This design comes from an exercise in tuning for small area and a short achievable clock period on the open sky130 flow, not from production work. RTL that was checked went through simulation tests only; none was proved equivalent to the original.

// fpu_top
module fpu_top (
	input  logic             clk,
	input  logic             i_rst_n,
	input  logic [1:0]       i_op,
	input  logic [31:0]      i_a,
	input  logic [31:0]      i_b,
	output logic [31:0]      o_result
);
export LEC_CHECK = 0
export ABC_AREA = 1
export CAP_MARGIN = 20
export CORE_MARGIN = 2
export CORE_UTILIZATION = 40
export SETUP_SLACK_MARGIN = 5
export SLEW_MARGIN = 20
create_clock -name core_clock -period 17.0 [get_ports {clk}]
run.sh (not shown) runs the stock make flow with config.mk's settings and CLKGATE_MAP_FILE= SYNTH_SCRIPT=/design/flow/synth_recipe.tcl, a recipe that flattens the netlist after the stock synthesis.
The starting point produced a clean layout.
Rerun with:
--- a/flow/design.v
+++ b/flow/design.v
@@ -203,16 +203,15 @@
 		.i_a   ({1'b0, mant}),
 		.i_b   (25'd0),
 		.i_ci  (inc),
 		.o_sum (rounded),
 		.o_co  (rnd_co)
 	);
-	logic [2:0] e_co;
-	fpu_pfx_add #(.W(8)) u_em1 (.i_a(i_exp), .i_b(8'hff), .i_ci(1'b0), .o_sum(exp_m1), .o_co(e_co[0]));
-	fpu_pfx_add #(.W(8)) u_ep1 (.i_a(i_exp), .i_b(8'h00), .i_ci(1'b1), .o_sum(exp_p1), .o_co(e_co[1]));
-	fpu_pfx_add #(.W(8)) u_ep2 (.i_a(i_exp), .i_b(8'h01), .i_ci(1'b1), .o_sum(exp_p2), .o_co(e_co[2]));
+	assign exp_m1  = i_exp - 8'd1;
+	assign exp_p1  = i_exp + 8'd1;
+	assign exp_p2  = i_exp + 8'd2;
 	assign exp_sel = raw[27] ? 2'd2 : (raw[26] ? 2'd1 : 2'd0);
 	always_comb begin
 		case ({exp_sel, rounded[24]})
 			3'b000:  o_sum.f.exp = exp_m1;
 			3'b001:  o_sum.f.exp = i_exp;
 			3'b010:  o_sum.f.exp = i_exp;
@@ -266,22 +265,15 @@
 		.i_b   (a_sh ^ {26{i_sub}}),
 		.i_ci  (i_sub),
 		.o_sum (raw_ba),
 		.o_co  (co_ba)
 	);
 	assign raw    = i_a_big ? raw_ab : raw_ba;
-	logic [7:0] a_exp_p1;
-	logic [7:0] b_exp_p1;
-	logic [2:0] e_co;
-	logic [7:0] exp_n;
-	fpu_pfx_add #(.W(8)) u_ap1 (.i_a(i_a_exp), .i_b(8'h00), .i_ci(1'b1), .o_sum(a_exp_p1), .o_co(e_co[0]));
-	fpu_pfx_add #(.W(8)) u_bp1 (.i_a(i_b_exp), .i_b(8'h00), .i_ci(1'b1), .o_sum(b_exp_p1), .o_co(e_co[1]));
-	assign big_exp_p1 = i_a_big ? a_exp_p1 : b_exp_p1;
+	assign big_exp_p1 = (i_a_big ? i_a_exp : i_b_exp) + 8'd1;
 	fpu_lzc32 u_lzc (.i_v({raw, 6'b0}), .o_cnt(lz));
 	assign norm = raw << lz;
-	fpu_pfx_add #(.W(8)) u_exp (.i_a(big_exp_p1), .i_b({3'b111, ~lz}), .i_ci(1'b1), .o_sum(exp_n), .o_co(e_co[2]));
 	logic fr_co;
 	fpu_pfx_add #(.W(23)) u_rnd (
 		.i_a   (raw[23:1]),
 		.i_b   (23'd0),
 		.i_ci  (raw[0] & raw[1]),
 		.o_sum (frac_r),
@@ -289,13 +281,13 @@
 	);
 	always_comb begin
 		if (raw == '0) begin
 			o_sum.word = '0;
 		end else begin
 			o_sum.f.sign = i_a_big ? i_a_sign : i_b_sign;
-			o_sum.f.exp  = exp_n;
+			o_sum.f.exp  = big_exp_p1 - {3'b0, lz};
 			o_sum.f.frac = (raw[25:24] == 2'b01) ? frac_r : norm[24:2];
 		end
 	end
 endmodule
 module fpu_adder (
 	input  fpu_pkg::float_t i_a,
@@ -328,28 +320,14 @@
 		.i_a   (i_a.word[30:0]),
 		.i_b   (~i_b.word[30:0]),
 		.i_ci  (1'b1),
 		.o_sum (cmp_sum),
 		.o_co  (a_big)
 	);
-	logic co_dab;
-	logic co_dba;
-	fpu_pfx_add #(.W(9)) u_dab (
-		.i_a   ({1'b0, a_exp}),
-		.i_b   ({1'b1, ~b_exp}),
-		.i_ci  (1'b1),
-		.o_sum (d_ab),
-		.o_co  (co_dab)
-	);
-	fpu_pfx_add #(.W(9)) u_dba (
-		.i_a   ({1'b0, b_exp}),
-		.i_b   ({1'b1, ~a_exp}),
-		.i_ci  (1'b1),
-		.o_sum (d_ba),
-		.o_co  (co_dba)
-	);
+	assign d_ab = {1'b0, a_exp} - {1'b0, b_exp};
+	assign d_ba = {1'b0, b_exp} - {1'b0, a_exp};
 	assign a_ge = ~d_ab[8];
 	assign diff = a_ge ? d_ab[7:0] : d_ba[7:0];
 	always_comb begin
 		for (int i = 0; i < 24; i++) begin
 			a_rev[i] = a_mant[23-i];
 			b_rev[i] = b_mant[23-i];
@@ -416,19 +394,16 @@
 		.o_sum (product),
 		.o_co  (prod_co)
 	);
 	assign norm    = product << shift;
 	assign exp_base = (i_a.f.exp | {7'b0, ~|i_a.f.exp}) + (i_b.f.exp | {7'b0, ~|i_b.f.exp})
 	                  - 8'(127) - {2'b0, shift};
-	logic [7:0] exp_p1;
-	logic       e_co;
-	fpu_pfx_add #(.W(8)) u_ep1 (.i_a(exp_base), .i_b(8'h00), .i_ci(1'b1), .o_sum(exp_p1), .o_co(e_co));
 	always_comb begin
 		o_product.f.sign = i_a.f.sign ^ i_b.f.sign;
 		if (norm[47]) begin
-			o_product.f.exp  = exp_p1;
+			o_product.f.exp  = exp_base + 8'd1;
 			o_product.f.frac = norm[46:24];
 		end else begin
 			o_product.f.exp  = exp_base;
 			o_product.f.frac = norm[45:23];
 		end
 	end
Setup slack degrades by 0.095 ns.
Cell area is higher by 1.0%.
Sequential share of layout area is about the same.
Die area is about the same.
First-iteration DRC count climbs by 5.2%.
Hold slack is better by 0.34 ns.
Count of clock-buffer cells in the layout shrinks by 1.
Critical path depth decreases by 1.
Wire length barely changes.
Global-route usage grows by 0.74 points.
Fmax went down by 0.81%.
Synthesized cell count goes up by 1.7%.
The RTL of the first run of this note was laid out without a check of its function.

[static timing again, ports no longer ideal]
How much do the figures lean on ideal ports? The routed layouts below were timed once more, with nothing changed but the port constraints. Step 1: set_driving_cell puts a clkbuf_16 on clk and a buf_2 on each other input, an assumption about the parent block. Step 2 times the ports against the registers' clock, not the clock port: input delays grow and output delays shrink by t, the midpoint of the rising clock arrivals with the driver on. a / b / c = ideal / step 1 / step 2; a / b = the first two.
run | shift t [ns] | setup WS [ns] | worst setup path at the end | slew at the worst register clock pin (ns) | pins driven straight from the clock port
the first run | 0.308 | 5.398 / 5.402 / 5.093 | input to register | 0.06 / 0.06 | 1
the second run | 0.320 | 5.303 / 5.317 / 4.997 | input to register | 0.07 / 0.07 | 1
After both steps setup and hold are still met in every run listed. The setup slack of the second run, which loses most, moves by +0.014 ns with the drivers and by -0.306 ns with both steps.
